This is an optimization exercise on Yosys and OpenROAD, whose aim is small area, not a production implementation. Function was checked by simulation only, so behaviour that the tests miss may differ from the original. The flow treats the clock pin as an ideal source, which a real chip does not have. Power figures rest on the tool's default switching activity, not on a simulated workload.

==> flow/design.v <==
module trsq_bus_fabric (
  input  logic        clk,
  input  logic        reset_n,
  input  logic [7:0]  cpu_addr,
  input  logic [7:0]  cpu_wdata,
  output logic [7:0]  cpu_rdata,
  input  logic        cpu_wr_en,
  input  logic        cpu_rd_en,
  output logic        cpu_stall,
  input  logic [7:0]  cpu_status,
  output logic [7:0]  slv_addr,
  output logic [7:0]  slv_wdata,
  output logic [2:0]  slv_wr_en,
  output logic [2:0]  slv_rd_en,
  input  logic [23:0] slv_rdata,
  input  logic [2:0]  slv_ready,
  output logic        bus_err_irq
);
  logic access;
  assign access = cpu_wr_en | cpu_rd_en;
  logic       ram_sel, slv_any, err_sel, faddr_sel, unmapped;
  logic [2:0] slv_sel;
  assign ram_sel    = ~cpu_addr[7];
  assign slv_sel[0] = cpu_addr[7:2] == 6'b100000;
  assign slv_sel[1] = cpu_addr[7:2] == 6'b100001;
  assign slv_sel[2] = cpu_addr[7:2] == 6'b100100;
  assign slv_any    = |slv_sel;
  assign err_sel    = cpu_addr == 8'hFF;
  assign faddr_sel  = cpu_addr == 8'hFE;
  assign unmapped   = cpu_addr[7] & ~slv_any & ~err_sel & ~faddr_sel;
  assign slv_addr  = cpu_addr;
  assign slv_wdata = cpu_wdata;
  assign slv_wr_en = slv_sel & {3{cpu_wr_en}};
  assign slv_rd_en = slv_sel & {3{cpu_rd_en & ~cpu_wr_en}};
  logic [3:0] wcnt_q;
  logic       pend, abort;
  assign pend      = access & |(slv_sel & ~slv_ready);
  assign abort     = pend & (&wcnt_q);
  assign cpu_stall = pend & ~(&wcnt_q) & reset_n;
  always_ff @(posedge clk or negedge reset_n) begin
    if (!reset_n)                wcnt_q <= 4'd0;
    else if (pend && !(&wcnt_q)) wcnt_q <= wcnt_q + 4'd1;
    else                         wcnt_q <= 4'd0;
  end
  logic       unm_flag_q, to_flag_q, irq_q, fault_ev, err_clr;
  logic [3:0] ecnt_q, ecnt_b;
  logic [7:0] faddr_q;
  assign fault_ev = (access & unmapped) | abort;
  assign err_clr  = cpu_wr_en & err_sel;
  assign ecnt_b   = err_clr ? 4'd0 : ecnt_q;
  always_ff @(posedge clk or negedge reset_n) begin
    if (!reset_n) begin
      unm_flag_q <= 1'b0;
      to_flag_q  <= 1'b0;
      ecnt_q     <= 4'd0;
      faddr_q    <= 8'd0;
      irq_q      <= 1'b0;
    end else begin
      unm_flag_q <= (access & unmapped) | (unm_flag_q & ~err_clr);
      to_flag_q  <= abort | (to_flag_q & ~err_clr);
      ecnt_q     <= (fault_ev && ecnt_b != 4'hF) ? ecnt_b + 4'd1 : ecnt_b;
      if (fault_ev) faddr_q <= cpu_addr;
      irq_q      <= unm_flag_q | to_flag_q;
    end
  end
  assign bus_err_irq = irq_q;
  logic          wr_ram;
  logic [15:0]   col_n;      
  logic [7:0]    grp_n;      
  logic [7:0]    wgrp;       
  logic [63:0]   wdg;        
  logic [127:0]  we_n;       
  logic [1023:0] mem_q, mem_d;
  assign wr_ram = cpu_wr_en & ~cpu_addr[7];
  for (genvar i = 0; i < 16; i++) begin : g_col
    assign col_n[i] = cpu_addr[3:0] != 4'(i);
  end
  for (genvar g = 0; g < 8; g++) begin : g_grp
    assign grp_n[g] = cpu_addr[6:4] != 3'(g);
    assign wgrp[g]  = wr_ram & ~grp_n[g];
    for (genvar b = 0; b < 8; b++) begin : g_wdg
      fab_nor2 u_wdg (.a(~cpu_wdata[b]), .b(~wgrp[g]), .y(wdg[8*g+b]));
    end
  end
  for (genvar w = 0; w < 128; w++) begin : g_word
    if (w == 0) begin : g_status
      assign we_n[w] = 1'b1;
      assign mem_d[7:0] = cpu_status;
    end else begin : g_rw
      assign we_n[w] = ~(wgrp[w/16] & ~col_n[w%16]);
      for (genvar b = 0; b < 8; b++) begin : g_bit
        fab_hold u_hold (.q(mem_q[8*w+b]), .hold(we_n[w]), .d(wdg[8*(w/16)+b]), .load(~col_n[w%16]),
                         .y(mem_d[8*w+b]));
      end
    end
  end
  always_ff @(posedge clk) mem_q <= mem_d;
  logic [7:0] ram_rd_n;
  for (genvar b = 0; b < 8; b++) begin : g_rbit
    logic [7:0] v;
    for (genvar g = 0; g < 8; g++) begin : g_rgrp
      logic [7:0] p;
      for (genvar i = 0; i < 8; i++) begin : g_pair
        fab_rd2 u_rd2 (.d0(mem_q[8*(16*g+2*i)+b]), .s0n(col_n[2*i]),
                       .d1(mem_q[8*(16*g+2*i+1)+b]), .s1n(col_n[2*i+1]), .y(p[i]));
      end
      fab_grp8 u_grp8 (.p(p), .gn(grp_n[g]), .y(v[g]));
    end
    assign ram_rd_n[b] = |v;
  end
  logic [7:0] slv_mux;
  always_comb begin
    slv_mux = '0;
    for (int i = 0; i < 3; i++) if (slv_sel[i]) slv_mux = slv_rdata[8*i +: 8];
  end
  always_comb begin
    cpu_rdata = '0;
    if (ram_sel)        cpu_rdata = ~ram_rd_n;
    else if (slv_any)   cpu_rdata = slv_mux | {8{abort}};
    else if (err_sel)   cpu_rdata = {ecnt_q, 2'b00, to_flag_q, unm_flag_q};
    else if (faddr_sel) cpu_rdata = faddr_q;
  end
endmodule
module fab_hold (input logic q, hold, d, load, output logic y);
  assign y = (q & hold) | (d & load);
endmodule
module fab_rd2 (input logic d0, s0n, d1, s1n, output logic y);
  assign y = ~((d0 | s0n) & (d1 | s1n));
endmodule
module fab_nor2 (input logic a, b, output logic y);
  assign y = ~(a | b);
endmodule
module fab_grp8 (input logic [7:0] p, input logic gn, output logic y);
  assign y = (|p) & ~gn;
endmodule
==> flow/flow/run.sh <==
#!/bin/bash
# Layout flow: the standard flow (standard synthesis unchanged) with three changes:
#  - port buffers use the smallest buffer cell (every port still gets its buffer);
#  - clock tree synthesis without dummy loads, clustered leaf buffers of clkbuf_8;
#  - after clock tree synthesis, cells with slack to spare are downsized (flow/recover.tcl).
# The full output of the flow goes to standard.log; ORFS keeps each step's log under orfs/logs.
set -o pipefail
export BUFFER_PORTS_ARGS="-buffer_cell sky130_fd_sc_hd__buf_1"
export CTS_ARGS="-sink_clustering_enable -repair_clock_nets -sink_clustering_size 16 -sink_clustering_max_diameter 55 -buf_list sky130_fd_sc_hd__clkbuf_8 -dont_use_dummy_load"
export POST_CTS_TCL="$PWD/flow/recover.tcl"
bash standard.sh finish > standard.log 2>&1
==> flow/flow/recover.tcl <==
# Area recovery after clock tree synthesis: downsize cells that have timing slack to
# spare (keeping a setup margin), then legalise the placement again.
estimate_parasitics -placement
report_design_area
repair_timing -recover_power 100 -setup_margin 0.15 -match_cell_footprint -verbose
detailed_placement
check_placement -verbose
report_design_area
==> flow/standard.sh <==
#!/bin/bash
# synth_recipe.tcl (not shown) runs the flow's synth.tcl, then flattens the netlist and writes it again
# the make line also repeats each setting of config.mk as NAME=value (left out here)
make -C /OpenROAD-flow-scripts/flow DESIGN_CONFIG=/design/flow/config.mk WORK_HOME=/design/flow/orfs CLKGATE_MAP_FILE= SYNTH_SCRIPT=/design/flow/synth_recipe.tcl "${@:-finish}"
==> flow/config.mk <==
export PLATFORM = sky130hd
export DESIGN_NAME = trsq_bus_fabric
export DESIGN_NICKNAME = trsq_bus_fabric
export VERILOG_FILES = /design/flow/design.v
export SDC_FILE = /design/flow/constraint.sdc
export NUM_CORES = 4
export LEC_CHECK = 0
export CAP_MARGIN = 5
export CORE_MARGIN = 2
export CORE_UTILIZATION = 65
export CTS_BUF_LIST = sky130_fd_sc_hd__clkbuf_8
export CTS_CLUSTER_DIAMETER = 50
export CTS_CLUSTER_SIZE = 14
export SETUP_SLACK_MARGIN = 0.1
export SLEW_MARGIN = 5
export SYNTH_HIERARCHICAL = 1
==> flow/constraint.sdc <==
create_clock -name core_clock -period 6.0 [get_ports {clk}]
set_input_delay 1.2000 -clock core_clock [delete_from_list [all_inputs] [get_ports {clk}]]
set_output_delay 1.2000 -clock core_clock [all_outputs]
set_load 0.01 [all_outputs]
==> impl_metrics.ini, run 1 <==
[hold_path]
hold_class = reg2reg
hold_depth = 1

[timing]
clock_skew_ns = 0.07474
fin_crit_ns = 5.829
slew_headroom_pct = 6.382
setup_viol = 0
tightest_slew_ns = 1.399
finalMaxSlewViolations = 0
rsz0062_at_grt = yes
min_period_over_period_pct = 97.15
finalHoldViolations = 0
fmax_ghz = 0.1715

[placed_design]
io_buffers = 86
placed_cell_area_um2 = 38950
dp.cells = 4158
gp_congestion = 1.005
dp_hpwl_mm = 82.43

[critical_path]
endpoint_kind = output port
cp-start-kind = input pin
crit_arrival_ns = 4.63
reg2reg_depth = 6
worst-path-max-fanout = 17
setup.worst_path.class = in2out
cp.required_ns = 4.80

[die]
start_util_pct = 66.02
std_cell_rows = 86
dieArea_um2 = 58090
core_um2 = 55310
dieWidth_um = 241.0
pin_count = 87
fp.dieH_um = 241.0

[pwr]
p_per_area_nw_per_um2 = 297.3
total_leakage_power_nw = 15.58
vdd_ir_drop_max_mv = 0.2365
power_mw = 11.93

[finish]
final-seq-area_um2 = 20980
layout_common_cells = 1,024 x dfxtp_1, 1,023 x a22o_1, 513 x o22ai_1, 147 x nand2_1, 126 x nor4_1
multi_input_area_um2 = 15400
finalInstanceArea_um2 = 40110
drive_above_1_share_pct = 7.395
area_growth_pct = 9.862
fin_nets = 3548
fin_cells = 4242
utilization_pct = 72.53
fill_cells = 4093
final_common_cell = dfxtp_1

[yosys]
syn-cell-area_um2 = 36510
syn_avg_cell_area_um2 = 11.35
synthDistinctLibCells = 51
synth_top_cells_by_area = dfxtp_1 56%, a22o_1 25%, o22ai_1 8.8%, nor4_1 2.4%, nand2_1 1.5%
ys.flop_type = dfxtp_1
ys_seq_elements = 1043
ys_seq_area_share_pct = 57.44
async_flop_share_pct = 1.822
yosysWarnings = 7
yosysTopAreaCellShare_pct = 56.14
synth_top_cell_by_area = dfxtp_1
synth_edf_count = 0
synthesis.instances = 3217

[run_status]
status = timing/DRC/antenna clean

[routing]
drt_wl_total_mm = 126.1
routedWlPerCell_um = 29.72
vias_per_cell = 7.645
ant_nets = 0
first_pass_iters = 6
num_vias = 32430
drc = 0
drtIter0Drc = 4033

[global_routing]
grt_pass1_wl_mm = 187.0
antenna_found_initial = 4
grt_pass1_vias = 30990
grt_max_degree = 73
grt-ovfl-total = 0
track_usage_pct = 42.03

[job]
maxCapViolCount = 0

[clock_network]
clkTransAtPathRegs_ns = 0.07
clkLatencyLatePin_ns = 0.72
cts_tree = yes
cts_sinks = 1043
[per-module statistics from Yosys, one instance, submodules excluded]
module / flip-flops and latches / times used / cells inside
fab_rd2: 0 / 512 / 1
fab_grp8: 0 / 64 / 3
fab_nor2: 0 / 64 / 1
fab_hold: 0 / 1016 / 1
trsq_bus_fabric: 1043 / 1 / 1433
[stage by stage]
step	hold WS, ns	setup slack, ns	TNS (ns)
after floorplan	0.4394	-0.5724	-4.125
after global placement	0.4525	-0.07336	-0.07336
after detailed placement	0.4712	-0.1550	-0.3303
after global routing	0.5020	0.1013	0
final	0.4913	0.1708	0
[cell families (layout without fill, tap and decap cells)]
| family | after synthesis | count (layout) | share of synthesized area [%] |
|---|---|---|---|
| AOI/OAI and AO/OA | 1639 | 1639 | 35.00 |
| xor gates and xnor gates | 2 | 2 | 0.04798 |
| adders and majority gates | 2 | 2 | 0.06852 |
| buffers and inverters | 82 | 354 | 1.093 |
| DFF | 1043 | 1043 | 57.44 |
| muxes | 9 | 9 | 0.2741 |
| other | 0 | 5 | 0 |
| and+or+nand+nor | 440 | 440 | 6.075 |
[final timing paths]
kind / from / endpoint / slack, ns
max in group asynchronous: reset_n / wcnt_q[3] / 4.73
min in group asynchronous: reset_n / faddr_q[1] / 0.68
worst max-delay path: cpu_addr[7] / cpu_rdata[1] / 0.17
worst min-delay path: mem_q[912] / mem_q[912] / 0.49
worst min register to register: mem_q[912] / mem_q[912] / 0.49
worst max register to register: wcnt_q[0] / ecnt_q[1] / 3.28
[sequential cells by signal, summed over array words and instances, names as in the netlist]
signal / cells
mem_q: 1024
faddr_q: 8
ecnt_q: 4
wcnt_q: 4
irq_q: 1
to_flag_q: 1
unm_flag_q: 1
[worst max-delay path, cell delays in order]
cell,delay (ns)
buf_1,0.07
clkdlybuf4s15_1,0.82
nor4b_4,0.56
and2_0,0.88
a22o_1,0.40
a2111oi_1,0.10
a31oi_1,0.25
buf_4,0.19
buf_1,0.16
[cell usage after synthesis, drive strengths merged (2+ instances only)]
| library cell | count |
|---|---|
| nor4b | 2 |
| dfrtp | 19 |
| a2111oi | 6 |
| a21o | 2 |
| ha | 2 |
| o22ai | 513 |
| nand2 | 150 |
| dfxtp | 1024 |
| and3b | 2 |
| a311oi | 2 |
| a22o | 1023 |
| a41oi | 2 |
| or4 | 2 |
| and2 | 6 |
| nor2 | 92 |
| and3 | 6 |
| mux2 | 8 |
| nor3 | 12 |
| and4 | 2 |
| o21ai | 2 |
| inv | 37 |
| a21oi | 73 |
| nand2b | 9 |
| a31oi | 7 |
| nor2b | 3 |
| buf | 33 |
| or3 | 2 |
| a22oi | 6 |
| nor4 | 141 |
| or2 | 3 |
| nand3 | 4 |
| clkbuf | 12 |
[cell type report]
cell class | instances | share of cell area (%)
sequential | 1043 | 52.29
tap | 748 | 2.333
antenna | 5 | 0.03119
timing repair buffer | 241 | 3.974
inverter | 37 | 0.3712
multi-input combinational | 2092 | 38.40
clock buffer | 76 | 2.608
[per-layer routing]
layer / wire length [um] / track usage [%] / share of wire [%] / vias to the layer above
met5: 10 / 0 / 0.0079 / -
met4: 6669 / 20.93 / 5.3 / 2
li1: - / - / - / 13860
met2: 52820 / 60.27 / 42 / 2427
met3: 17140 / 12.01 / 14 / 422
met1: 49410 / 58.06 / 39 / 15720
[report_power, final]
part	leakage, nW	internal (mW)	switching, mW	total, mW
clock	0.546	1.14	2.13	3.27
combinational	6.50	0.539	0.607	1.15
sequential	8.54	7.29	0.222	7.51
total	15.6	8.97	2.96	11.9
==> run 2: changes to the inputs <==
==> flow/flow/run.sh (replaced) <==
#!/bin/bash
# Layout flow: the standard flow (standard synthesis unchanged) with two changes:
#  - port buffers use the smallest buffer cell (every port still gets its buffer);
#  - clock tree synthesis without dummy loads, clustered leaf buffers of clkbuf_8.
# The full output of the flow goes to standard.log; ORFS keeps each step's log under orfs/logs.
set -o pipefail
export BUFFER_PORTS_ARGS="-buffer_cell sky130_fd_sc_hd__buf_1"
export CTS_ARGS="-sink_clustering_enable -repair_clock_nets -sink_clustering_size 16 -sink_clustering_max_diameter 55 -buf_list sky130_fd_sc_hd__clkbuf_8 -dont_use_dummy_load"
bash standard.sh finish > standard.log 2>&1
removed: flow/flow/recover.tcl
==> impl_metrics.ini, run 2 <==
[timing]
rsz0062_at_grt = yes
setup_viol = 0
fmax_ghz = 0.1706
fin_crit_ns = 5.861
clock_skew_ns = 0.07433
slew_headroom_pct = 8.975
finalMaxSlewViolations = 0
tightest_slew_ns = 1.360
min_period_over_period_pct = 97.68
setup_ws_ns = 0.1393
holdWs_ns = 0.4908
finalHoldViolations = 0

[critical_path]
ff2ff_setup_slack_ns = 3.29
cp.buffers_inverters = 7
cp.required_ns = 4.80
setup.worst_path.class = in2out
crit_arrival_ns = 4.66
reg2reg_depth = 6
startpoint = cpu_addr[0]
worst-path-max-fanout = 22
endpoint_kind = output port
worstSetupEndpoint = cpu_rdata[4]
cp-start-kind = input pin
max_stage_delay_ns = 0.29
rr_startpoint = wcnt_q[0]
r2r_end = ecnt_q[1]
path_delay_family = buffers and inverters
path_cells = clkbuf_2 -> buf_4 -> nand2_1 -> nor2_4 -> inv_2 -> buf_6 -> buf_6 -> o22ai_1 -> nor4_2 -> a21oi_1 -> nor2_2 -> nand2_1 -> nor4_1 -> buf_4 -> a2111oi_1 -> a31oi_1 -> buf_1
crit_cells = 17
crit_path_top_delay_cell = buf_6

[yosys]
ys_seq_area_share_pct = 57.44
yosysWarnings = 7
synth_compound_area_share_pct = 35.00
yosysMostFrequentCell = dfxtp_1
synth_top_cell_by_area = dfxtp_1
synth_xor_area_share_pct = 0.04797
syn_avg_cell_area_um2 = 11.35
yosysTopAreaCellShare_pct = 56.14
synthDistinctLibCells = 51
async_flop_share_pct = 1.822
synthesis.instances = 3217
ys.flop_type = dfxtp_1
synth_top_cells_by_area = dfxtp_1 56%, a22o_1 25%, o22ai_1 8.8%, nor4_1 2.4%, nand2_1 1.5%
synthSimpleGateAreaFrac_pct = 6.075
synth_edf_count = 0
synth_top_family_by_area = compound AO/OA/AOI/OAI gates
yosys.area_share.adder_pct = 0.06853
yosys-top-cells-count = 1,024 x dfxtp_1, 1,023 x a22o_1, 513 x o22ai_1, 149 x nand2_1, 140 x nor4_1
ys_seq_elements = 1043
synthMuxAreaShare_pct = 0.2741
syn-cell-area_um2 = 36510

[finish]
fin_nets = 3546
layout_common_cells = 1,024 x dfxtp_1, 1,023 x a22o_1, 513 x o22ai_1, 148 x nand2_1, 130 x buf_4
top_regs = mem_q (1024), faddr_q (8)
largest_reg_flops = 1024
area_growth_pct = 10.20
fin_cells = 4239
drive_above_1_share_pct = 8.575
final_common_cell = dfxtp_1
top_register = mem_q

[global_routing]
track_usage_pct = 42.03
grt_max_degree = 73
grt_use_met3_pct = 11.96
grt_util_met1_pct = 58.06
grt_pass1_wl_mm = 186.9
antenna_found_initial = 4
use_met2_pct = 60.28
grt_pass1_vias = 30980
grt-ovfl-total = 0
busiest_layer = met2

[placed_design]
dp_hpwl_mm = 82.43
io_buffers = 86
gp_congestion = 1.005
dp.cells = 4158
dp_slack_ns = -0.1550

[clock_network]
clkLatencyLatePin_ns = 0.72
cts_root_buf = clkbuf_8
cts_hold_buf = 0
htree_levels = 3
cts_tree = yes
clockBufferDepth = 3
cts_sinks = 1043
clkTransAtPathRegs_ns = 0.07
cts_made_buffers = 76

[routing]
drt_wl_total_mm = 126.2
vias_per_cell = 7.667
drc = 0
routedWlPerCell_um = 29.77
ant_nets = 0
num_vias = 32500
first_pass_iters = 6
drtIter0Drc = 4250

[die]
pin_count = 87
fp.dieH_um = 241.0
start_util_pct = 66.02
dieArea_um2 = 58090
dieWidth_um = 241.0
core_um2 = 55310
std_cell_rows = 86

[hold_path]
hold_class = reg2reg

[pwr]
p_per_area_nw_per_um2 = 296.4
vdd_ir_drop_max_mv = 0.2336
total_leakage_power_nw = 15.74
power_mw = 11.93

[run_status]
status = timing/DRC/antenna clean

[job]
maxCapViolCount = 0
-- run 2: layout make-up --
type	instances	area [um^2]
Antenna cell	4	10.01
Clock buffer	76	1046
Fill cell	4069	15070
Multi-Input combinational cell	2092	15410
Timing Repair Buffer	239	1714
Sequential cell	1043	20980
Tap cell	748	935.9
Inverter	37	146.4
-- run 2: through the flow --
stage,util [%],TNS [ns],instance area [um^2]
3_5_place_dp,70.43,-0.3303,38950
6_report,72.76,0,40240
2_1_floorplan,-,-4.125,36650
3_3_place_gp,70.43,-0.07336,38950
5_1_grt,72.75,0,40230
4_1_cts,72.42,0,40050
-- run 2: timing repair --
item | 4_1_cts | 5_1_grt
cloned | 0 | 1
endpoints found under the setup margin | 6 | 7
gates resized for setup | 14 | 34
setup buffers | 0 | 0
pin swaps | 0 | 1
-- run 2: cell families after synthesis --
logic type,count (synthesis)
AO/OA/AOI/OAI,1639
flip-flops,1043
AND/OR/NAND/NOR,440
buffers and inverters,82
multiplexers,9
XOR/XNOR,2
adder cells (fa/ha/maj),2
-- run 2: worst min-delay path by stage --
stage                     slack (ns)  depth (start not counted)       start    endpoint
after floorplan                 0.44                          1  faddr_q[7]  faddr_q[7]
after global placement          0.45                          1  faddr_q[7]  faddr_q[7]
after CTS                       0.49                          2     reset_n  faddr_q[3]
after global routing            0.50                          1  mem_q[912]  mem_q[912]
after detailed placement        0.47                          1  mem_q[602]  mem_q[602]
final                           0.49                          1  mem_q[912]  mem_q[912]
-- run 2: per-module statistics from Yosys (local to each module, per instance) --
module           cells  times used  area, um^2  flip-flops and latches
fab_grp8             3          64       17.52                       0
fab_hold             1        1016       8.758                       0
fab_nor2             1          64       3.754                       0
fab_rd2              1         512       6.256                       0
trsq_bus_fabric   1433           1       23050                    1043
-- run 2: layer usage --
metal  routed length [um]  up-vias
li1                     -    13820
met2                52890     2446
met4                 6682        4
met1                49030    15810
met5                   23        -
met3                17550      418
-- run 2: worst register-to-register path: stages (launching register included) --
cell	delay, ns
dfrtp_1	0.41
ha_1	0.24
nand3_1	0.13
or3_1	0.45
o2bb2ai_2	0.79
o21a_1	0.27
mux2_1	0.34
-- run 2: report_power, final --
group / internal, mW / switching (mW)
registers: 7.29 / 0.222
logic: 0.542 / 0.607
clock network: 1.14 / 2.13
==> run 3: changes to the inputs <==
--- a/flow/design.v
+++ b/flow/design.v
@@ -95,7 +95,8 @@
     end
   end
   always_ff @(posedge clk) mem_q <= mem_d;
-  logic [7:0] ram_rd_n;
+  logic [7:0] err_q;
+  assign err_q = {ecnt_q, 2'b00, to_flag_q, unm_flag_q};
   for (genvar b = 0; b < 8; b++) begin : g_rbit
     logic [7:0] v;
     for (genvar g = 0; g < 8; g++) begin : g_rgrp
@@ -106,19 +107,9 @@
       end
       fab_grp8 u_grp8 (.p(p), .gn(grp_n[g]), .y(v[g]));
     end
-    assign ram_rd_n[b] = |v;
-  end
-  logic [7:0] slv_mux;
-  always_comb begin
-    slv_mux = '0;
-    for (int i = 0; i < 3; i++) if (slv_sel[i]) slv_mux = slv_rdata[8*i +: 8];
-  end
-  always_comb begin
-    cpu_rdata = '0;
-    if (ram_sel)        cpu_rdata = ~ram_rd_n;
-    else if (slv_any)   cpu_rdata = slv_mux | {8{abort}};
-    else if (err_sel)   cpu_rdata = {ecnt_q, 2'b00, to_flag_q, unm_flag_q};
-    else if (faddr_sel) cpu_rdata = faddr_q;
+    fab_out u_out (.v(v), .a7(cpu_addr[7]), .s(slv_sel), .r({slv_rdata[16+b], slv_rdata[8+b], slv_rdata[b]}),
+                   .ab(abort), .es(err_sel), .e(err_q[b]), .fs(faddr_sel), .f(faddr_q[b]),
+                   .y(cpu_rdata[b]));
   end
 endmodule
 module fab_hold (input logic q, hold, d, load, output logic y);
@@ -130,6 +121,10 @@
 module fab_nor2 (input logic a, b, output logic y);
   assign y = ~(a | b);
 endmodule
+module fab_out (input logic [7:0] v, input logic a7, input logic [2:0] s, r,
+                input logic ab, es, e, fs, f, output logic y);
+  assign y = ~(|v | a7) | (|(s & r)) | ab | (es & e) | (fs & f);
+endmodule
 module fab_grp8 (input logic [7:0] p, input logic gn, output logic y);
   assign y = (|p) & ~gn;
 endmodule
==> flow/flow/run.sh (replaced) <==
#!/bin/bash
# Layout flow: the standard flow (standard synthesis unchanged) with three changes:
#  - port buffers use the smallest buffer cell (every port still gets its buffer);
#  - clock tree synthesis without dummy loads, clustered leaf buffers of clkbuf_8;
#  - after clock tree synthesis, cells with slack to spare are downsized (flow/recover.tcl).
# The full output of the flow goes to standard.log; ORFS keeps each step's log under orfs/logs.
set -o pipefail
export BUFFER_PORTS_ARGS="-buffer_cell sky130_fd_sc_hd__buf_1"
export CTS_ARGS="-sink_clustering_enable -repair_clock_nets -sink_clustering_size 16 -sink_clustering_max_diameter 55 -buf_list sky130_fd_sc_hd__clkbuf_8 -dont_use_dummy_load"
export POST_CTS_TCL="$PWD/flow/recover.tcl"
bash standard.sh finish > standard.log 2>&1
==> flow/flow/recover.tcl (new file) <==
# Area recovery after clock tree synthesis: downsize cells that have timing slack to
# spare (keeping a setup margin), then legalise the placement again.
estimate_parasitics -placement
report_design_area
repair_timing -recover_power 100 -setup_margin 0.15 -match_cell_footprint -verbose
detailed_placement
check_placement -verbose
report_design_area
==> impl_metrics.ini, run 3 <==
[finish]
top_register = mem_q
area_growth_pct = 8.962
finalInstanceArea_um2 = 39810
fin_nets = 3542
top_regs = mem_q (1024), faddr_q (8)
drive_above_1_share_pct = 6.661
layout_common_cells = 1,024 x dfxtp_1, 1,016 x a22o_1, 512 x o22ai_1, 141 x buf_1, 136 x nand2_1
largest_reg_flops = 1024
fill_cells = 4195
final_common_cell = dfxtp_1

[routing]
ant_nets = 0
drtIter0Drc = 3822
drc = 0
first_pass_iters = 6
vias_per_cell = 7.623
routedWlPerCell_um = 29.53
drt_wl_total_mm = 125.0
num_vias = 32270

[critical_path]
reg2reg_depth = 5
r2r_end = faddr_q[0]
rr_startpoint = wcnt_q[0]
endpoint_kind = output port
cp.required_ns = 4.80
startpoint = cpu_addr[0]
ff2ff_setup_slack_ns = 3.38
setup.worst_path.class = in2out
cp-start-kind = input pin
worst-path-max-fanout = 53
crit_arrival_ns = 4.67

[timing]
rsz0062_at_grt = no
finalHoldViolations = 0
clock_skew_ns = 0.04926
fin_crit_ns = 5.865
setup_viol = 0
slew_headroom_pct = 7.447
final.setup.tns_ns = 0
finalMaxSlewViolations = 0
fmax_ghz = 0.1705
tightest_slew_ns = 1.383
min_period_over_period_pct = 97.76

[die]
std_cell_rows = 86
pin_count = 87
start_util_pct = 66.06
core_um2 = 55310
fp.dieH_um = 241.1
dieArea_um2 = 58120
dieWidth_um = 241.1

[placed_design]
gp_congestion = 0.9786
io_buffers = 86
dp_hpwl_mm = 81.96
placed_cell_area_um2 = 39000

[global_routing]
grt_util_met1_pct = 55.99
grt_pass1_vias = 30690
use_met2_pct = 63.39
busiest_layer = met2
grt-ovfl-total = 0
grt_max_degree = 55
track_usage_pct = 42.12
grt_pass1_wl_mm = 187.2
antenna_found_initial = 2
grt_use_met3_pct = 10.43

[job]
maxCapViolCount = 0

[yosys]
synthDistinctLibCells = 57
synthesis.instances = 3207
yosysWarnings = 7
synth_edf_count = 0
syn-cell-area_um2 = 36540
synth_top_cell_by_area = dfxtp_1
synth_top_cells_by_area = dfxtp_1 56%, a22o_1 24%, o22ai_1 8.8%, nor4_1 2.2%, nand2_1 1.4%
yosys-top-cells-count = 1,024 x dfxtp_1, 1,016 x a22o_1, 512 x o22ai_1, 136 x nand2_1, 129 x nor4_1
syn_avg_cell_area_um2 = 11.39
yosysMostFrequentCell = dfxtp_1
async_flop_share_pct = 1.822
yosysTopAreaCellShare_pct = 56.11
ys_seq_area_share_pct = 57.41
ys.flop_type = dfxtp_1
ys_seq_elements = 1043

[run_status]
status = timing/DRC/antenna clean

[pwr]
p_per_area_nw_per_um2 = 299.0
total_leakage_power_nw = 15.39
vdd_ir_drop_max_mv = 0.2374

[hold_path]
hold_class = reg2reg
min_from = mem_q[1010]
hold_depth = 1
hold-path-endpoint = mem_q[1010]

[clock_network]
cts_sinks = 1043
clkLatencyLatePin_ns = 0.70
cts_tree = yes
clkTransAtPathRegs_ns = 0.05
[run 3: per-module statistics from Yosys (local to each module, per instance)]
module	copies in the design	area (um^2)	cells inside	flip-flops and latches
fab_out	8	52.55	8	0
trsq_bus_fabric	1	22650	1359	1043
fab_nor2	64	3.754	1	0
fab_grp8	64	17.52	3	0
fab_hold	1016	8.758	1	0
fab_rd2	512	6.256	1	0
[run 3: area by class of cell]
class | instances | area [um^2] | share of cell area [%]
flip-flops and latches | 1043 | 20980 | 52.69
multi-input cells | 2091 | 15250 | 38.30
repair buffers | 237 | 1453 | 3.649
clock buffers | 77 | 1060 | 2.662
well taps | 748 | 935.9 | 2.351
inverters | 35 | 133.9 | 0.3363
diodes | 2 | 5.005 | 0.01257
[run 3: logic make-up (layout without fill, tap and decap cells)]
logic type / count (synthesis) / in the layout / synth area share [%]
fa+ha+maj: 2 / 2 / 0.06848
xor+xnor: 1 / 1 / 0.02398
simple gates: 442 / 442 / 6.295
mux: 10 / 10 / 0.3699
other cells: 1 / 4 / 0.01026
buf+inv: 74 / 349 / 0.9794
compound gates: 1634 / 1634 / 34.84
flops: 1043 / 1043 / 57.41
[run 3: worst max-delay path, stage by stage]
cell and delay (ns):
buf_1 0.27, nand2b_1 0.43, nor3_4 0.11, inv_2 0.22
buf_12 0.31, o22ai_1 0.14, nor4_1 0.67, a21oi_1 0.23
nor4_2 0.50, nand3_1 0.25, nand4_1 0.14, buf_1 0.16
[run 3: worst max path at each step]
stage                   end  slack, ns  depth (start not counted)
3_3_place_gp   cpu_rdata[1]       0.28                         12
5_1_grt        cpu_rdata[3]       0.16                         12
2_1_floorplan  cpu_rdata[0]      -0.26                          9
6_report       cpu_rdata[3]       0.13                         12
3_5_place_dp   cpu_rdata[1]       0.19                         12
[run 3: where the power goes]
group	leakage, nW	switching, mW	internal [mW]
registers	8.54	0.227	7.29
logic	6.30	0.598	0.513
clock network	0.554	2.12	1.16
total	15.4	2.95	8.96
[run 3: per-stage QoR]
stage          total power [mW]  setup WS, ns  utilization, %  instances  hold slack [ns]
2_1_floorplan             8.320       -0.2629               -       3208           0.4398
3_3_place_gp              8.688        0.2838           70.52       4152           0.4664
3_5_place_dp              8.737        0.1881           70.52       4152           0.4708
5_1_grt                   12.24        0.1610           71.97       4232           0.4970
6_report                  11.90        0.1346           71.98       4233           0.4893
[run 3: routing by layer]
metal  wire length (um)  vias to the layer above
met2              53890                     2351
met3              15400                      483
met1              48000                    15620
li1                   -                    13810
met4               7697                        2
met5                 13                        -
==> run 4: changes to the inputs <==
--- a/flow/config.mk
+++ b/flow/config.mk
@@ -11,6 +11,7 @@
 export CTS_BUF_LIST = sky130_fd_sc_hd__clkbuf_8
 export CTS_CLUSTER_DIAMETER = 50
 export CTS_CLUSTER_SIZE = 14
+export GPL_TIMING_DRIVEN = 0
 export SETUP_SLACK_MARGIN = 0.1
 export SLEW_MARGIN = 5
 export SYNTH_HIERARCHICAL = 1
==> impl_metrics.ini, run 4 <==
[run_status]
status = finished with violations
check.faults = negative setup slack

[yosys]
ys.flop_type = dfxtp_1
async_flop_share_pct = 1.822
synthesis.instances = 3207
ys_seq_elements = 1043
syn-cell-area_um2 = 36540
synth_top_cell_by_area = dfxtp_1
ys_seq_area_share_pct = 57.41
synth_top_cells_by_area = dfxtp_1 56%, a22o_1 24%, o22ai_1 8.8%, nor4_1 2.2%, nand2_1 1.4%
syn_avg_cell_area_um2 = 11.39
synthDistinctLibCells = 57
yosysTopAreaCellShare_pct = 56.11
yosysWarnings = 7
yosys-top-cells-count = 1,024 x dfxtp_1, 1,016 x a22o_1, 512 x o22ai_1, 136 x nand2_1, 129 x nor4_1
synth_edf_count = 0
yosysMostFrequentCell = dfxtp_1

[pwr]
vdd_ir_drop_max_mv = 0.2248
p_per_area_nw_per_um2 = 292.5
switching_share_pct = 24.78
total_leakage_power_nw = 15.77
power.switching_mw = 2.963
seqPwrFrac_pct = 62.7
p_clk_share_pct = 27.5
p_comb_share_pct = 9.8
p_int_mw = 8.996

[routing]
first_pass_iters = 6
vias_per_cell = 7.763
drc = 0
num_vias = 32570
drtIter0Drc = 4095
ant_nets = 0
routedWlPerCell_um = 30.61
drt_wl_total_mm = 128.4

[hold_path]
hold_class = reg2reg
hold-path-endpoint = faddr_q[7]
hold_depth = 1
min_from = faddr_q[7]

[die]
fp.dieH_um = 241.1
core_um2 = 55310
std_cell_rows = 86
pin_count = 87
dieWidth_um = 241.1
dieArea_um2 = 58120
start_util_pct = 66.06

[timing]
fmax_ghz = 0.1662
fin_crit_ns = 6.016
finalHoldViolations = 0
finalMaxSlewViolations = 0
min_period_over_period_pct = 100.3
tightest_slew_ns = 1.386
setup_viol = 2
setup_ws_ns = -0.01641
slew_headroom_pct = 7.256
rsz0062_at_grt = no
clock_skew_ns = 0.04080

[placed_design]
dp_slack_ns = -0.6003
io_buffers = 83
dp_hpwl_mm = 78.59
gp_congestion = 0.8935
dp.cells = 4101

[critical_path]
reg2reg_depth = 5
worst-path-max-fanout = 30
crit_arrival_ns = 4.82
r2r_end = faddr_q[1]
rr_startpoint = wcnt_q[0]
setup.worst_path.class = in2out
cp.required_ns = 4.80
endpoint_kind = output port
ff2ff_setup_slack_ns = 3.20
cp-start-kind = input pin

[global_routing]
grt_pass1_wl_mm = 188.8
grt_use_met3_pct = 11.80
antenna_found_initial = 2
grt_max_degree = 66
grt-ovfl-total = 0
use_met2_pct = 64.91
busiest_layer = met2
grt_pass1_vias = 31460
track_usage_pct = 42.63
grt_util_met1_pct = 54.22

[finish]
largest_reg_flops = 1024
area_growth_pct = 11.89
top_register = mem_q
fin_nets = 3505
fin_cells = 4196
utilization_pct = 73.91
drive_above_1_share_pct = 8.474
top_regs = mem_q (1024), faddr_q (8)
layout_common_cells = 1,024 x dfxtp_1, 1,016 x a22o_1, 512 x o22ai_1, 136 x nand2_1, 90 x buf_1
final_common_cell = dfxtp_1

[clock_network]
clkLatencyLatePin_ns = 0.70
clkTransAtPathRegs_ns = 0.10
cts_sinks = 1043
cts_tree = yes

[job]
maxCapViolCount = 0
## run 4: cell types whose count changed in the layout (fill, tap and decap cells not counted), sizes merged
cell and change:
buf -52, bufbuf +1, clkbuf +11, nor2 +3
## run 4: stage by stage
| step | power (mW) | TNS [ns] | hold slack [ns] | instance area, um^2 |
|---|---|---|---|---|
| floorplan | 8.320 | -2.103 | 0.4398 | 36690 |
| finish | 11.96 | -0.03144 | 0.4844 | 40880 |
| global placement | 8.630 | -152.17 | 0.4619 | 37940 |
| detailed placement | 8.730 | -4.242 | 0.4614 | 39290 |
| global route | 12.29 | 0 | 0.4963 | 40880 |
## run 4: power groups by stage
stage	Combinational (mW)	Clock [mW]	Sequential, mW
2_1_floorplan	0.733	0	7.59
3_3_place_gp	1.01	0	7.62
3_5_place_dp	1.08	0	7.65
5_1_grt	1.22	3.54	7.54
6_report	1.17	3.28	7.50
## run 4: worst max path at each step
| stage | start | endpoint | slack, ns | depth (start not counted) |
|---|---|---|---|---|
| 6_report | cpu_addr[2] | cpu_rdata[5] | -0.02 | 15 |
| 5_1_grt | cpu_addr[0] | cpu_rdata[1] | 0.04 | 13 |
| 3_5_place_dp | cpu_addr[2] | cpu_rdata[4] | -0.60 | 15 |
| 3_3_place_gp | cpu_addr[2] | cpu_rdata[6] | -5.39 | 11 |
| 2_1_floorplan | cpu_addr[1] | cpu_rdata[0] | -0.26 | 9 |
## run 4: logic make-up (layout without fill, tap and decap cells)
family	Yosys count	count (layout)	share of synthesized area, %
buffers and inverters	74	309	0.9794
other	1	4	0.01026
xor gates and xnor gates	1	1	0.02398
DFF	1043	1043	57.41
adders and majority gates	2	2	0.06848
muxes	10	10	0.3699
and+or+nand+nor	442	445	6.295
AOI/OAI and AO/OA	1634	1634	34.84
## run 4: per-module statistics from Yosys, one instance, submodules excluded
module / cell area [um^2] / flip-flops and latches / cells inside
trsq_bus_fabric: 22650 / 1043 / 1359
fab_out: 52.55 / 0 / 8
fab_grp8: 17.52 / 0 / 3
fab_hold: 8.758 / 0 / 1
fab_rd2: 6.256 / 0 / 1
fab_nor2: 3.754 / 0 / 1
## run 4: cell type report
class | count | area, um^2
Fill cell | 3892 | 14430
Buffer | 39 | 265.3
Antenna cell | 2 | 5.005
Clock buffer | 77 | 1060
Inverter | 35 | 221.5
Sequential cell | 1043 | 20980
Tap cell | 748 | 935.9
Timing Repair Buffer | 158 | 1817
Multi-Input combinational cell | 2094 | 15600
## run 4: routing by layer
metal | vias up | routed length, um
met5 | - | 23
met4 | 4 | 8299
met3 | 531 | 16330
met2 | 2434 | 55690
met1 | 15880 | 48110
li1 | 13730 | -
## run 4: critical path, cell delays in order
cell and delay, ns:
buf_2 0.21, buf_8 0.19, nand2b_1 0.12, clkbuf_2 0.27
nor2_4 0.19, buf_6 0.25, inv_4 0.20, buf_16 0.27
o22ai_1 0.12, nor4_1 0.47, a21oi_1 0.25, nor3_2 0.39
nand3_1 0.31, nand4_1 0.15, buf_1 0.16
==> run 5: changes to the inputs <==
==> flow/flow/recover.tcl (replaced) <==
# Area recovery after clock tree synthesis: downsize cells that have timing slack to
# spare (keeping a setup margin), then legalise the placement again.
estimate_parasitics -placement
report_design_area
repair_timing -recover_power 100 -setup_margin 0.12 -match_cell_footprint -verbose
detailed_placement
check_placement -verbose
report_design_area
--- a/flow/config.mk
+++ b/flow/config.mk
@@ -11,7 +11,6 @@
 export CTS_BUF_LIST = sky130_fd_sc_hd__clkbuf_8
 export CTS_CLUSTER_DIAMETER = 50
 export CTS_CLUSTER_SIZE = 14
-export GPL_TIMING_DRIVEN = 0
 export SETUP_SLACK_MARGIN = 0.1
 export SLEW_MARGIN = 5
 export SYNTH_HIERARCHICAL = 1
==> impl_metrics.ini, run 5 <==
[die]
dieWidth_um = 241.1
std_cell_rows = 86
fp.dieH_um = 241.1
start_util_pct = 66.06
core_um2 = 55310
dieArea_um2 = 58120
pin_count = 87

[yosys]
synthDistinctLibCells = 57
syn_avg_cell_area_um2 = 11.39
syn-cell-area_um2 = 36540
synth_top_cells_by_area = dfxtp_1 56%, a22o_1 24%, o22ai_1 8.8%, nor4_1 2.2%, nand2_1 1.4%
yosysWarnings = 7
synthesis.instances = 3207
ys_seq_area_share_pct = 57.41
synth_top_cell_by_area = dfxtp_1
yosysTopAreaCellShare_pct = 56.11
yosys-top-cells-count = 1,024 x dfxtp_1, 1,016 x a22o_1, 512 x o22ai_1, 136 x nand2_1, 129 x nor4_1
yosysMostFrequentCell = dfxtp_1
ys_seq_elements = 1043
async_flop_share_pct = 1.822
ys.flop_type = dfxtp_1
synth_edf_count = 0

[finish]
top_regs = mem_q (1024), faddr_q (8)
utilization_pct = 71.98
layout_common_cells = 1,024 x dfxtp_1, 1,016 x a22o_1, 512 x o22ai_1, 141 x buf_1, 136 x nand2_1
multi_input_area_um2 = 15250
largest_reg_flops = 1024
final-seq-area_um2 = 20980
final_common_cell = dfxtp_1
top_register = mem_q
area_growth_pct = 8.962
drive_above_1_share_pct = 6.661
fill_cells = 4195
finalInstanceArea_um2 = 39810
fin_nets = 3542

[global_routing]
grt_use_met3_pct = 10.43
grt_pass1_vias = 30690
track_usage_pct = 42.12
grt-ovfl-total = 0
busiest_layer = met2
grt_pass1_wl_mm = 187.2
grt_util_met1_pct = 55.99
use_met2_pct = 63.39
antenna_found_initial = 2
grt_max_degree = 55

[critical_path]
cp.buffers_inverters = 4
crit_arrival_ns = 4.67
cp_common_cell = buf_1
cp.required_ns = 4.80
cp-start-kind = input pin
crit_cells = 12
endpoint_kind = output port
crit_path_top_delay_cell = nor4_1
ff2ff_setup_slack_ns = 3.38
worst-path-max-fanout = 53
setup.worst_path.class = in2out
reg2reg_depth = 5
path_cells = buf_1 -> nand2b_1 -> nor3_4 -> inv_2 -> buf_12 -> o22ai_1 -> nor4_1 -> a21oi_1 -> nor4_2 -> nand3_1 -> nand4_1 -> buf_1
max_stage_delay_ns = 0.67
path_delay_family = simple AND/OR/NAND/NOR gates

[clock_network]
cts_tree = yes
clkLatencyLatePin_ns = 0.70
cts_sinks = 1043
clkTransAtPathRegs_ns = 0.05

[placed_design]
placed_cell_area_um2 = 39000
gp_congestion = 0.9786
dp_hpwl_mm = 81.96
io_buffers = 86

[hold_path]
hold_class = reg2reg
hold_depth = 1

[run_status]
status = timing/DRC/antenna clean

[routing]
vias_per_cell = 7.623
num_vias = 32270
drtIter0Drc = 3822
first_pass_iters = 6
routedWlPerCell_um = 29.53
ant_nets = 0
drc = 0
drt_wl_total_mm = 125.0

[timing]
holdWs_ns = 0.4893
slew_headroom_pct = 7.447
tightest_slew_ns = 1.383
min_period_over_period_pct = 97.76
final.setup.tns_ns = 0
finalMaxSlewViolations = 0
finalHoldViolations = 0
rsz0062_at_grt = no
fin_crit_ns = 5.865
setup_viol = 0
clock_skew_ns = 0.04926
fmax_ghz = 0.1705

[pwr]
power.switching_mw = 2.946
seqPwrFrac_pct = 63.1
power_mw = 11.90
switching_share_pct = 24.75
p_int_mw = 8.956
total_leakage_power_nw = 15.39
p_per_area_nw_per_um2 = 299.0
p_comb_share_pct = 9.3
vdd_ir_drop_max_mv = 0.2374
p_clk_share_pct = 27.5

[job]
maxCapViolCount = 0
-- run 5: cell counts after synthesis --
Identical to the previous run, type by type.
-- run 5: power by group through the flow --
stage / Clock, mW / Combinational, mW / Sequential, mW
after floorplan: 0 / 0.733 / 7.59
after global placement: 0 / 1.05 / 7.64
after detailed placement: 0 / 1.08 / 7.66
after global routing: 3.53 / 1.16 / 7.55
final: 3.28 / 1.11 / 7.51
-- run 5: cell families (layout without fill, tap and decap cells) --
| logic type | Yosys count | after routing | synth area share, % |
|---|---|---|---|
| compound gates | 1634 | 1634 | 34.84 |
| simple gates | 442 | 442 | 6.295 |
| buf+inv | 74 | 349 | 0.9794 |
| flops | 1043 | 1043 | 57.41 |
| fa+ha+maj | 2 | 2 | 0.06848 |
| mux | 10 | 10 | 0.3699 |
| other cells | 1 | 4 | 0.01026 |
| xor+xnor | 1 | 1 | 0.02398 |
-- run 5: per-module statistics from Yosys (local to each module, per instance) --
module / cell area (um^2) / cells inside / copies in the design / flip-flops and latches
fab_grp8: 17.52 / 3 / 64 / 0
fab_hold: 8.758 / 1 / 1016 / 0
fab_nor2: 3.754 / 1 / 64 / 0
fab_out: 52.55 / 8 / 8 / 0
fab_rd2: 6.256 / 1 / 512 / 0
trsq_bus_fabric: 22650 / 1359 / 1 / 1043
-- run 5: cell type report --
type | count | area share (%)
multi-input combinational | 2091 | 38.30
inverter | 35 | 0.3363
tap | 748 | 2.351
clock buffer | 77 | 2.662
sequential | 1043 | 52.69
timing repair buffer | 237 | 3.649
antenna | 2 | 0.01257
-- run 5: worst paths after layout --
kind                        startpoint            to
setup / recovery           cpu_addr[0]  cpu_rdata[3]
hold / removal             mem_q[1010]   mem_q[1010]
setup reg to reg             wcnt_q[0]    faddr_q[0]
hold reg to reg            mem_q[1010]   mem_q[1010]
max in group asynchronous      reset_n    faddr_q[0]
min in group asynchronous      reset_n    faddr_q[1]
-- run 5: layer usage --
layer  routed length [um]  vias up
met5                   13        -
met4                 7697        2
met3                15400      483
met2                53890     2351
met1                48000    15620
li1                     -    13810
-- run 5: stage by stage --
| step | std cells | setup WS (ns) |
|---|---|---|
| after floorplan | 3208 | -0.2629 |
| after global placement | 4152 | 0.2838 |
| after detailed placement | 4152 | 0.1881 |
| after global routing | 4232 | 0.1610 |
| final | 4233 | 0.1346 |
==> run 6: changes to the inputs <==
--- a/flow/flow/run.sh
+++ b/flow/flow/run.sh
@@ -6,6 +6,6 @@
 # The full output of the flow goes to standard.log; ORFS keeps each step's log under orfs/logs.
 set -o pipefail
 export BUFFER_PORTS_ARGS="-buffer_cell sky130_fd_sc_hd__buf_1"
-export CTS_ARGS="-sink_clustering_enable -repair_clock_nets -sink_clustering_size 16 -sink_clustering_max_diameter 55 -buf_list sky130_fd_sc_hd__clkbuf_8 -dont_use_dummy_load"
+export CTS_ARGS="-sink_clustering_enable -repair_clock_nets -sink_clustering_size 18 -sink_clustering_max_diameter 60 -buf_list sky130_fd_sc_hd__clkbuf_8 -dont_use_dummy_load"
 export POST_CTS_TCL="$PWD/flow/recover.tcl"
 bash standard.sh finish > standard.log 2>&1
==> flow/flow/recover.tcl (replaced) <==
# Area recovery after clock tree synthesis: downsize cells that have timing slack to
# spare (keeping a setup margin), then legalise the placement again.
estimate_parasitics -placement
report_design_area
repair_timing -recover_power 100 -setup_margin 0.15 -match_cell_footprint -verbose
detailed_placement
check_placement -verbose
report_design_area
==> impl_metrics.ini, run 6 <==
[yosys]
syn_avg_cell_area_um2 = 11.39
yosysTopAreaCellShare_pct = 56.11
yosysMostFrequentCell = dfxtp_1
synth_xor_area_share_pct = 0.02397
synth_top_cells_by_area = dfxtp_1 56%, a22o_1 24%, o22ai_1 8.8%, nor4_1 2.2%, nand2_1 1.4%
ys_seq_elements = 1043
async_flop_share_pct = 1.822
synth_compound_area_share_pct = 34.84
synthDistinctLibCells = 57
yosysWarnings = 7
synthMuxAreaShare_pct = 0.3699
synthSimpleGateAreaFrac_pct = 6.295
ys.flop_type = dfxtp_1
synth_top_cell_by_area = dfxtp_1
yosys.area_share.adder_pct = 0.06849
synth_top_family_by_area = compound AO/OA/AOI/OAI gates
ys_seq_area_share_pct = 57.41
yosys-top-cells-count = 1,024 x dfxtp_1, 1,016 x a22o_1, 512 x o22ai_1, 136 x nand2_1, 129 x nor4_1
synth_edf_count = 0
syn-cell-area_um2 = 36540
synthesis.instances = 3207

[global_routing]
track_usage_pct = 42.06
grt_pass1_vias = 30680
grt-ovfl-total = 0
grt_pass1_wl_mm = 186.6
grt_max_degree = 55
antenna_found_initial = 1

[critical_path]
startpoint = cpu_addr[2]
cp.buffers_inverters = 6
crit_arrival_ns = 4.69
rr_startpoint = wcnt_q[0]
max_stage_delay_ns = 0.46
worst-path-max-fanout = 21
path_cells = buf_1 -> buf_1 -> nand2b_1 -> nor2_4 -> clkinv_2 -> buf_12 -> buf_4 -> o22ai_1 -> nor4_1 -> a21oi_2 -> nor4_2 -> nand3_1 -> nand4_1 -> buf_1
cp_common_cell = buf_1
crit_path_top_delay_cell = nor4_1
endpoint_kind = output port
path_delay_family = simple AND/OR/NAND/NOR gates
cp.required_ns = 4.80
setup.worst_path.class = in2out
cp-start-kind = input pin

[timing]
finalHoldViolations = 0
setup_viol = 0
final.setup.tns_ns = 0
tightest_slew_ns = 1.371
finalMaxSlewViolations = 0
rsz0062_at_grt = no
slew_headroom_pct = 8.244
setup_ws_ns = 0.1130
fmax_ghz = 0.1699
clock_skew_ns = 0.03355
fin_crit_ns = 5.887
min_period_over_period_pct = 98.12
holdWs_ns = 0.4916

[hold_path]
hold_class = reg2reg
min_from = faddr_q[7]

[pwr]
p_per_area_nw_per_um2 = 295.8
p_comb_share_pct = 9.5
power.switching_mw = 2.910
p_int_mw = 8.829
vdd_ir_drop_max_mv = 0.2240
total_leakage_power_nw = 15.33
p_clk_share_pct = 26.5
switching_share_pct = 24.79
seqPwrFrac_pct = 64.0

[routing]
drc = 0
vias_per_cell = 7.626
drt_wl_total_mm = 124.8
ant_nets = 0
num_vias = 32210
routedWlPerCell_um = 29.55
drtIter0Drc = 4028
first_pass_iters = 8

[clock_network]
cts_sinks = 1043
cts_tree = yes
clkLatencyLatePin_ns = 0.69
clkTransAtPathRegs_ns = 0.08

[finish]
area_growth_pct = 8.617
largest_reg_flops = 1024
layout_common_cells = 1,024 x dfxtp_1, 1,016 x a22o_1, 512 x o22ai_1, 142 x buf_1, 136 x nand2_1
drive_above_1_share_pct = 6.390
final_common_cell = dfxtp_1
top_register = mem_q
fin_nets = 3533
utilization_pct = 71.75
fill_cells = 4183
fin_cells = 4223
top_regs = mem_q (1024), faddr_q (8)

[placed_design]
dp_hpwl_mm = 81.96
dp.cells = 4152
io_buffers = 86
gp_congestion = 0.9786
dp_slack_ns = 0.1881

[die]
dieWidth_um = 241.1
pin_count = 87
fp.dieH_um = 241.1
std_cell_rows = 86
core_um2 = 55310
start_util_pct = 66.06
dieArea_um2 = 58120

[run_status]
status = timing/DRC/antenna clean

[job]
maxCapViolCount = 0
-- run 6: layout make-up --
type                            instances  area (um^2)  area share (%)
Antenna cell                            1        2.502        0.006306
Clock buffer                           68        935.9           2.358
Inverter                               35        133.9          0.3374
Multi-Input combinational cell       2091        15240           38.42
Sequential cell                      1043        20980           52.86
Tap cell                              748        935.9           2.358
Timing Repair Buffer                  237         1455           3.667
-- run 6: final timing paths --
| path | to | slack, ns | depth (start not counted) |
|---|---|---|---|
| setup reg to reg | faddr_q[4] | 3.33 | 5 |
| setup / recovery | cpu_rdata[1] | 0.11 | 14 |
| max in group asynchronous | faddr_q[7] | 4.94 | 2 |
| hold / removal | faddr_q[7] | 0.49 | 1 |
| hold reg to reg | faddr_q[7] | 0.49 | 1 |
| min in group asynchronous | faddr_q[1] | 0.58 | 2 |
-- run 6: metrics by stage --
step,power (mW),cell area (um^2)
2_1_floorplan,8.320,36690
3_3_place_gp,8.688,39000
3_5_place_dp,8.737,39000
5_1_grt,12.07,39680
6_report,11.74,39680
-- run 6: cells by family after synthesis --
family	Yosys count
AOI/OAI and AO/OA	1634
xor gates and xnor gates	1
adders and majority gates	2
buffers and inverters	74
DFF	1043
muxes	10
other	1
and+or+nand+nor	442
-- run 6: layer usage --
layer  up-vias  GRT usage, %  wire [um]
li1      13770             -          -
met1     15590         56.02      47950
met2      2370         63.24      53940
met3       472         10.47      15510
met4         0         22.56       7401
met5         -             0          0
-- run 6: power groups by stage --
stage | clock [mW] | combinational [mW] | sequential (mW)
2_1_floorplan | 0 | 0.733 | 7.59
3_3_place_gp | 0 | 1.05 | 7.64
5_1_grt | 3.36 | 1.16 | 7.55
6_report | 3.11 | 1.11 | 7.51
3_5_place_dp | 0 | 1.08 | 7.66
-- run 6: Yosys stat by module (local to each module, per instance) --
module / cells inside / copies in the design / flops+latches / area [um^2]
fab_out: 8 / 8 / 0 / 52.55
fab_rd2: 1 / 512 / 0 / 6.256
fab_grp8: 3 / 64 / 0 / 17.52
fab_hold: 1 / 1016 / 0 / 8.758
fab_nor2: 1 / 64 / 0 / 3.754
trsq_bus_fabric: 1359 / 1 / 1043 / 22650
==> run 7: changes to the inputs <==
==> flow/flow/run.sh (replaced) <==
#!/bin/bash
# Layout flow: the standard flow (standard synthesis unchanged) with three changes:
#  - port buffers use the smallest buffer cell (every port still gets its buffer);
#  - clock tree synthesis without dummy loads, clustered leaf buffers of clkbuf_8;
#  - after clock tree synthesis and after global routing, cells with slack to spare are
#    downsized (flow/recover.tcl, flow/recover_grt.tcl).
# The full output of the flow goes to standard.log; ORFS keeps each step's log under orfs/logs.
set -o pipefail
export BUFFER_PORTS_ARGS="-buffer_cell sky130_fd_sc_hd__buf_1"
export CTS_ARGS="-sink_clustering_enable -repair_clock_nets -sink_clustering_size 16 -sink_clustering_max_diameter 55 -buf_list sky130_fd_sc_hd__clkbuf_8 -dont_use_dummy_load"
export POST_CTS_TCL="$PWD/flow/recover.tcl"
export POST_GLOBAL_ROUTE_TCL="$PWD/flow/recover_grt.tcl"
bash standard.sh finish > standard.log 2>&1
==> flow/flow/recover_grt.tcl (new file) <==
# Area recovery after global routing (with global-route parasitics): downsize cells that
# keep a setup margin, repair any slew or capacitance the downsizing broke, legalise,
# reroute the changed nets and rewrite the route guides.
global_route -start_incremental
estimate_parasitics -global_routing
report_design_area
repair_timing -recover_power 100 -setup_margin 0.15 -match_cell_footprint -verbose
repair_design -slew_margin 5 -cap_margin 5 -match_cell_footprint -verbose
detailed_placement
check_placement -verbose
global_route -end_incremental
estimate_parasitics -global_routing
report_worst_slack -max
report_design_area
write_guides $::env(RESULTS_DIR)/route.guide
==> impl_metrics.ini, run 7 <==
[yosys]
synth_top_cells_by_area = dfxtp_1 56%, a22o_1 24%, o22ai_1 8.8%, nor4_1 2.2%, nand2_1 1.4%
async_flop_share_pct = 1.822
syn_avg_cell_area_um2 = 11.39
yosysTopAreaCellShare_pct = 56.11
syn-cell-area_um2 = 36540
yosysMostFrequentCell = dfxtp_1
ys.flop_type = dfxtp_1
ys_seq_area_share_pct = 57.41
synth_edf_count = 0
synthesis.instances = 3207
synthDistinctLibCells = 57
synth_top_cell_by_area = dfxtp_1
ys_seq_elements = 1043
yosys-top-cells-count = 1,024 x dfxtp_1, 1,016 x a22o_1, 512 x o22ai_1, 136 x nand2_1, 129 x nor4_1
yosysWarnings = 7

[die]
dieArea_um2 = 58120
core_um2 = 55310
fp.dieH_um = 241.1
pin_count = 87
std_cell_rows = 86
dieWidth_um = 241.1
start_util_pct = 66.06

[pwr]
p_per_area_nw_per_um2 = 299.0
p_comb_share_pct = 9.3
p_int_mw = 8.954
power_mw = 11.90
p_clk_share_pct = 27.5
power.switching_mw = 2.942
total_leakage_power_nw = 15.38
seqPwrFrac_pct = 63.2
vdd_ir_drop_max_mv = 0.2373
switching_share_pct = 24.73

[critical_path]
crit_arrival_ns = 4.66
worst-path-max-fanout = 16
cp.required_ns = 4.80
cp-start-kind = input pin
reg2reg_depth = 5
ff2ff_setup_slack_ns = 3.42
r2r_end = faddr_q[0]
setup.worst_path.class = in2out
endpoint_kind = output port
rr_startpoint = wcnt_q[0]

[timing]
setup_viol = 0
clock_skew_ns = 0.04722
fmax_ghz = 0.1708
finalHoldViolations = 0
slew_headroom_pct = 7.224
holdWs_ns = 0.4883
finalMaxSlewViolations = 0
tightest_slew_ns = 1.392
fin_crit_ns = 5.855
min_period_over_period_pct = 97.59

[finish]
layout_common_cells = 1,024 x dfxtp_1, 1,016 x a22o_1, 512 x o22ai_1, 142 x buf_1, 136 x nand2_1
drive_above_1_share_pct = 6.604
fin_nets = 3542
utilization_pct = 71.93
fin_cells = 4233
finalInstanceArea_um2 = 39790
fill_cells = 4200
top_register = mem_q
area_growth_pct = 8.897
top_regs = mem_q (1024), faddr_q (8)
largest_reg_flops = 1024
final_common_cell = dfxtp_1

[placed_design]
placed_cell_area_um2 = 39000
io_buffers = 86
gp_congestion = 0.9786
dp.cells = 4152
dp_hpwl_mm = 81.96

[global_routing]
antenna_found_initial = 2
track_usage_pct = 42.12
grt_pass1_wl_mm = 187.2
grt-ovfl-total = 0
grt_pass1_vias = 30690
grt_max_degree = 55

[routing]
first_pass_iters = 6
num_vias = 32280
ant_nets = 0
vias_per_cell = 7.626
drtIter0Drc = 3828
drt_wl_total_mm = 124.8
drc = 0
routedWlPerCell_um = 29.49

[hold_path]
hold-path-endpoint = mem_q[946]
hold_class = reg2reg
hold_depth = 1
min_from = mem_q[946]

[clock_network]
clkLatencyLatePin_ns = 0.70
cts_tree = yes
cts_sinks = 1043
clkTransAtPathRegs_ns = 0.05

[run_status]
status = timing/DRC/antenna clean

[job]
maxCapViolCount = 0
## run 7: cell counts after synthesis
No cell type changed its count.
## run 7: stage by stage
| step | worst slack [ns] | setup TNS [ns] |
|---|---|---|
| after floorplan | -0.2629 | -2.103 |
| after global placement | 0.2838 | 0 |
| after detailed placement | 0.1881 | 0 |
| final | 0.1448 | 0 |
## run 7: cells by family after synthesis
logic type                 share of synthesized area, %
AOI/OAI and AO/OA                                 34.84
other                                           0.01026
and+or+nand+nor                                   6.295
xor gates and xnor gates                        0.02398
buffers and inverters                            0.9794
adders and majority gates                       0.06848
muxes                                            0.3699
DFF                                               57.41
## run 7: final cells by class
| cell class | count | area (um^2) | share of cell area [%] |
|---|---|---|---|
| sequential | 1043 | 20980 | 52.72 |
| multi-input combinational | 2091 | 15230 | 38.28 |
| timing repair buffer | 237 | 1446 | 3.635 |
| clock buffer | 77 | 1060 | 2.664 |
| tap | 748 | 935.9 | 2.352 |
| inverter | 35 | 133.9 | 0.3365 |
| antenna | 2 | 5.005 | 0.01258 |
## run 7: power groups by stage
stage / registers [mW] / logic [mW] / clock network, mW
after floorplan: 7.59 / 0.733 / 0
after global placement: 7.64 / 1.05 / 0
after detailed placement: 7.66 / 1.08 / 0
final: 7.51 / 1.11 / 3.27
## run 7: per-layer routing
metal	vias up	global-route usage (%)	wire, um
li1	13800	-	-
met2	2357	63.39	53600
met1	15640	55.99	47940
met5	-	0	13
met3	481	10.43	15450
met4	2	22.78	7833
## run 7: worst max-delay path: stages
cell and delay [ns]:
buf_1 0.19, buf_1 0.25, nand2_1 0.28, nor2_4 0.07
inv_2 0.45, buf_4 0.35, o22ai_1 0.12, nor4_1 0.41
a21oi_1 0.28, nor4_2 0.45, nand3_1 0.28, nand4_1 0.15
buf_1 0.15
## run 7: how the worst max path moves through the flow
stage | startpoint | end | cells after the start
finish | cpu_addr[3] | cpu_rdata[1] | 13
detailed placement | cpu_addr[2] | cpu_rdata[1] | 12
global placement | cpu_addr[2] | cpu_rdata[1] | 12
floorplan | cpu_addr[1] | cpu_rdata[0] | 9
## run 7: Yosys stat by module, one instance, submodules excluded
| module | cells inside | area, um^2 |
|---|---|---|
| trsq_bus_fabric | 1359 | 22650 |
| fab_out | 8 | 52.55 |
| fab_grp8 | 3 | 17.52 |
| fab_hold | 1 | 8.758 |
| fab_rd2 | 1 | 6.256 |
| fab_nor2 | 1 | 3.754 |

==> static timing again, ports no longer ideal <==
In the flow no input, the clock included, has a driving cell. The finished layouts below were timed again as built, in two steps. Step 1 assumes that a clkbuf_16 drives the clock port and a buf_2 every other input. Step 2, shift: input delay + t, output delay - t, t = (earliest + latest rising clock arrival at the registers) / 2. This alone moves slack from input paths to output paths. Three values: no drivers, after step 1, after step 2; two values: the first two.
run | t, ns | setup slack, ns | clock arrival spread, ns | worst register clock-pin slew, ns | cell pins on the clock port's net
run 1 | 0.750 | 0.171 / 0.148 / 0.148 | 0.077 / 0.076 | 0.10 / 0.10 | 1
run 2 | 0.747 | 0.139 / 0.063 / 0.063 | 0.076 / 0.076 | 0.11 / 0.11 | 1
run 3 | 0.739 | 0.135 / 0.113 / 0.113 | 0.071 / 0.070 | 0.11 / 0.11 | 1
run 4 | 0.738 | -0.016 / -0.210 / -0.210 | 0.056 / 0.056 | 0.10 / 0.10 | 1
run 5 | 0.739 | 0.135 / 0.113 / 0.113 | 0.071 / 0.070 | 0.11 / 0.11 | 1
run 6 | 0.745 | 0.113 / 0.092 / 0.092 | 0.050 / 0.050 | 0.12 / 0.12 | 1
run 7 | 0.739 | 0.145 / 0.123 / 0.123 | 0.063 / 0.062 | 0.11 / 0.11 | 1
The setup slack of run 4, which loses most, moves by -0.194 ns with the drivers and by -0.194 ns with both steps.
